From an optimization exercise on the open Yosys and OpenROAD flow, aimed at small area; shortcuts taken in it are not production practice. In this exercise RTL edits were held to simulation tests only and were not proved equivalent to the original.

==> flow/design.v <==
module ptp_ts_queue_ctrl #(
  parameter int DEPTH_LOG2 = 4,
  parameter int OVF_W      = 8
) (
  input  logic                  clk,
  input  logic                  rst,
  input  logic                  int_valid,
  input  logic                  int_sop,
  input  logic                  int_eop,
  input  logic [63:0]           rtc_time,
  input  logic                  ptp_found,
  input  logic [31:0]           ptp_infor,
  input  logic                  q_rd_en,
  input  logic                  q_flush,
  output logic [95:0]           q_data,
  output logic [DEPTH_LOG2:0]   q_cnt,
  output logic                  q_empty,
  output logic                  q_full,
  output logic [OVF_W-1:0]      q_ovf_cnt,
  output logic [1:0]            fsm_state
);
  localparam int DEPTH = 1 << DEPTH_LOG2;
  logic [1:0]  state;
  logic        sop, push_req;
  logic [63:0] ts_hold;
  logic        push_pend;
  logic [31:0] infor_stg;
  logic [DEPTH-1:0][95:0] slot;
  logic [DEPTH:0]   live;                  
  logic [DEPTH-1:0] s_hold, s_shift, s_load;
  logic [DEPTH_LOG2:0] tail;
  logic [95:0]      wdata;
  logic             pop, wr_en, ovf_hit, clr;
  logic unused_eop;
  assign unused_eop = int_eop;
  assign sop       = int_valid && int_sop;
  assign push_req  = !sop && state == 2'd1 && ptp_found;
  assign fsm_state = state;
  always_ff @(posedge clk) begin
    if (rst) begin
      state     <= 2'd0;
      push_pend <= 1'b0;
    end else begin
      if (sop)           state <= 2'd1;
      else if (push_req) state <= 2'd2;
      push_pend <= push_req;
    end
  end
  always_ff @(posedge clk) begin
    if (sop) ts_hold <= rtc_time;
    infor_stg <= ptp_infor;
  end
  assign q_empty = (q_cnt == '0);
  assign q_full  = q_cnt[DEPTH_LOG2];
  assign pop     = q_rd_en && !q_empty;
  assign wr_en   = push_pend && (!q_full || pop) && !q_flush;
  assign ovf_hit = push_pend && q_full && !pop;
  assign clr     = rst || q_flush;
  assign tail = pop ? q_cnt - 1'b1 : q_cnt;
  always_comb begin
    for (int i = 0; i <= DEPTH; i++) live[i] = (i < DEPTH) && (q_cnt > (DEPTH_LOG2+1)'(i));
    for (int i = 0; i < DEPTH; i++) begin
      s_hold[i]  = !clr && !pop && live[i];
      s_shift[i] = !clr &&  pop && live[i+1];
      s_load[i]  = wr_en && tail == (DEPTH_LOG2+1)'(i);
    end
  end
  assign wdata = {ts_hold, infor_stg};
  logic [DEPTH-1:0][95:0] slot_d;
  for (genvar i = 0; i < DEPTH - 1; i++) begin : g_slot
    for (genvar b = 0; b < 96; b++) begin : g_bit
      ptp_slot_bit u_bit (
        .q     (slot[i][b]),
        .hold  (s_hold[i]),
        .nxt   (slot[i+1][b]),
        .shift (s_shift[i]),
        .wd    (wdata[b]),
        .load  (s_load[i]),
        .d     (slot_d[i][b])
      );
    end
  end
  assign slot_d[DEPTH-1] = ~((slot[DEPTH-1] & {96{s_hold[DEPTH-1]}}) | (wdata & {96{s_load[DEPTH-1]}}));
  logic [DEPTH-1:0] pol, pol_d;
  logic [DEPTH:0]   pol_up;
  assign pol_up = {1'b0, pol};
  always_comb begin
    for (int i = 0; i < DEPTH; i++)
      pol_d[i] = ~((pol[i] & s_hold[i]) | (pol_up[i+1] & s_shift[i]));
  end
  always_ff @(posedge clk) begin
    slot <= slot_d;
    pol  <= pol_d;
  end
  assign q_data = slot[0] ^ {96{pol[0]}};
  always_ff @(posedge clk) begin
    if (clr) begin
      q_cnt     <= '0;
      q_ovf_cnt <= '0;
    end else begin
      if (wr_en && !pop) q_cnt <= q_cnt + 1'b1;
      else if (!wr_en && pop) q_cnt <= q_cnt - 1'b1;
      if (ovf_hit && q_ovf_cnt != '1) q_ovf_cnt <= q_ovf_cnt + 1'b1;
    end
  end
endmodule
module ptp_slot_bit (
  input  logic q,
  input  logic hold,
  input  logic nxt,
  input  logic shift,
  input  logic wd,
  input  logic load,
  output logic d
);
  assign d = ~((q & hold) | (nxt & shift) | (wd & load));
endmodule
Settings: LEC_CHECK=0, CAP_MARGIN=20, CORE_MARGIN=2, CORE_UTILIZATION=40, PLACE_DENSITY=0.8, SLEW_MARGIN=20, SYNTH_HIERARCHICAL=1; clock period 5.0 ns.
standard.sh (not shown) runs the stock make flow with config.mk's settings and CLKGATE_MAP_FILE= SYNTH_SCRIPT=/design/flow/synth_recipe.tcl, a recipe that flattens the netlist after the stock synthesis.
==> flow/flow/run.sh <==
#!/bin/bash
# The standard layout (standard.sh, unchanged synthesis) with two knobs
# that ORFS reads from the environment:
# - port buffers use the smallest buffer cell instead of clkdlybuf4s50_1;
# - clock tree synthesis clusters up to 24 sinks per leaf buffer and adds no
#   dummy loads.
# ORFS's own per-step logs stay under orfs/logs; make's output goes to
# standard.log here.
set -euo pipefail
export BUFFER_PORTS_ARGS="-buffer_cell sky130_fd_sc_hd__buf_1"
export CTS_ARGS="-sink_clustering_enable -repair_clock_nets -dont_use_dummy_load -sink_clustering_size 24 -sink_clustering_max_diameter 80"
bash standard.sh > standard.log 2>&1
==> next run, changes <==
- CORE_UTILIZATION: 40 -> 60
- PLACE_DENSITY: 0.8 -> 0.85
The changed run passed the timing, DRC and antenna checks.
Cell area fell by about 1.3%.
Utilization rose by 22 points.
Clock skew fell by 0.016 ns.
Final cell count fell by about 11%.
Sequential share of layout area rose by 0.75 points.
Fmax rose by 3.3%.
Register-to-register slack gains 0.13 ns.
Synthesized area does not change.

========
== the baseline ==
Starts from the design.v that is shown in full above.
==> flow/config.mk <==
export PLATFORM = sky130hd
export DESIGN_NAME = ptp_ts_queue_ctrl
export DESIGN_NICKNAME = ptp_ts_queue_ctrl
export VERILOG_FILES = /design/flow/design.v
export SDC_FILE = /design/flow/constraint.sdc
export NUM_CORES = 4
export LEC_CHECK = 0
export CAP_MARGIN = 20
export CORE_MARGIN = 2
export CORE_UTILIZATION = 65
export SLEW_MARGIN = 20
export SYNTH_HIERARCHICAL = 1
==> flow/constraint.sdc <==
create_clock -name core_clock -period 5.0 [get_ports {clk}]
set_input_delay 1.0000 -clock core_clock [delete_from_list [all_inputs] [get_ports {clk}]]
set_output_delay 1.0000 -clock core_clock [all_outputs]
set_load 0.01 [all_outputs]
==> flow/flow/run.sh <==
#!/bin/bash
# The standard layout (standard.sh, unchanged synthesis) with two knobs
# that ORFS reads from the environment:
# - port buffers use the smallest buffer cell instead of clkdlybuf4s50_1;
# - clock tree synthesis clusters up to 24 sinks (150 um across) per leaf buffer and adds no
#   dummy loads.
# ORFS's own per-step logs stay under orfs/logs; make's output goes to
# standard.log here.
set -euo pipefail
export BUFFER_PORTS_ARGS="-buffer_cell sky130_fd_sc_hd__buf_1"
export CTS_ARGS="-sink_clustering_enable -repair_clock_nets -dont_use_dummy_load -sink_clustering_size 24 -sink_clustering_max_diameter 150"
bash standard.sh > standard.log 2>&1
In summary, the baseline completed successfully, with a layout that passed the timing, DRC and antenna checks.
--- input diff the baseline..the candidate ---
# the baseline
export LEC_CHECK = 0
export CAP_MARGIN = 20
export CORE_MARGIN = 2
export CORE_UTILIZATION = 65
export SLEW_MARGIN = 20
export SYNTH_HIERARCHICAL = 1
create_clock -name core_clock -period 5.0 [get_ports {clk}]
# the candidate
export LEC_CHECK = 0
export CAP_MARGIN = 20
export CORE_MARGIN = 2
export CORE_UTILIZATION = 60
export SLEW_MARGIN = 20
export SYNTH_HIERARCHICAL = 1
create_clock -name core_clock -period 5.0 [get_ports {clk}]
==> flow/flow/run.sh <==
#!/bin/bash
# The standard layout (standard.sh, unchanged synthesis) with two knobs
# that ORFS reads from the environment:
# - port buffers use the smallest buffer cell instead of clkdlybuf4s50_1;
# - clock tree synthesis clusters up to 24 sinks per leaf buffer and adds no
#   dummy loads.
# ORFS's own per-step logs stay under orfs/logs; make's output goes to
# standard.log here.
set -euo pipefail
export BUFFER_PORTS_ARGS="-buffer_cell sky130_fd_sc_hd__buf_1"
export CTS_ARGS="-sink_clustering_enable -repair_clock_nets -dont_use_dummy_load -sink_clustering_size 24 -sink_clustering_max_diameter 80"
bash standard.sh > standard.log 2>&1
### Flow results
Looking at kind of critical path, the reg2reg result is from the candidate; the in2reg one comes from the baseline.
Cells: the candidate has more instances than the baseline
Compared the candidate vs the baseline, and global-route usage is down in the candidate.
Final core utilization was higher in the run labelled the baseline.
Compared with the baseline, the candidate shows a higher first-pass GRT wire length.
The via-per-instance ratio of the candidate falls short of that of the baseline by 1.8%.

## separate check: timing with driven ports
Ports are ideal in the flow. The routed layouts listed here were re-timed in OpenROAD.
Step 1 assumes that a clkbuf_16 drives the clock port and a buf_2 every other input.
Step 2 adds t to the input delays and takes it off the output delays; t is the mean of the earliest and latest rising clock arrival at the registers after step 1. Input paths then give back, and output paths get back, about the clock's delay inside the block.
Slacks: ideal ports / drivers / drivers and shift; pairs: ideal ports / drivers.
run | t, ns | setup slack, ns | clock arrival spread, ns | worst register clock-pin slew, ns | cell pins on the clock port's net
the first run of note 1 | 0.735 | 1.104 / 1.104 / 0.540 | 0.107 / 0.107 | 0.10 / 0.10 | 1
the second run of note 1 | 0.706 | 1.230 / 1.230 / 1.123 | 0.088 / 0.088 | 0.10 / 0.10 | 1
the baseline | 0.693 | 1.001 / 1.023 / 0.349 | 0.081 / 0.081 | 0.10 / 0.10 | 1
the candidate | 0.718 | 0.718 / 0.718 / 0.506 | 0.054 / 0.055 | 0.10 / 0.10 | 1
After both steps every run listed still meets setup and hold. The setup slack of the baseline, which loses most, moves by +0.022 ns with the drivers and by -0.652 ns with both steps.
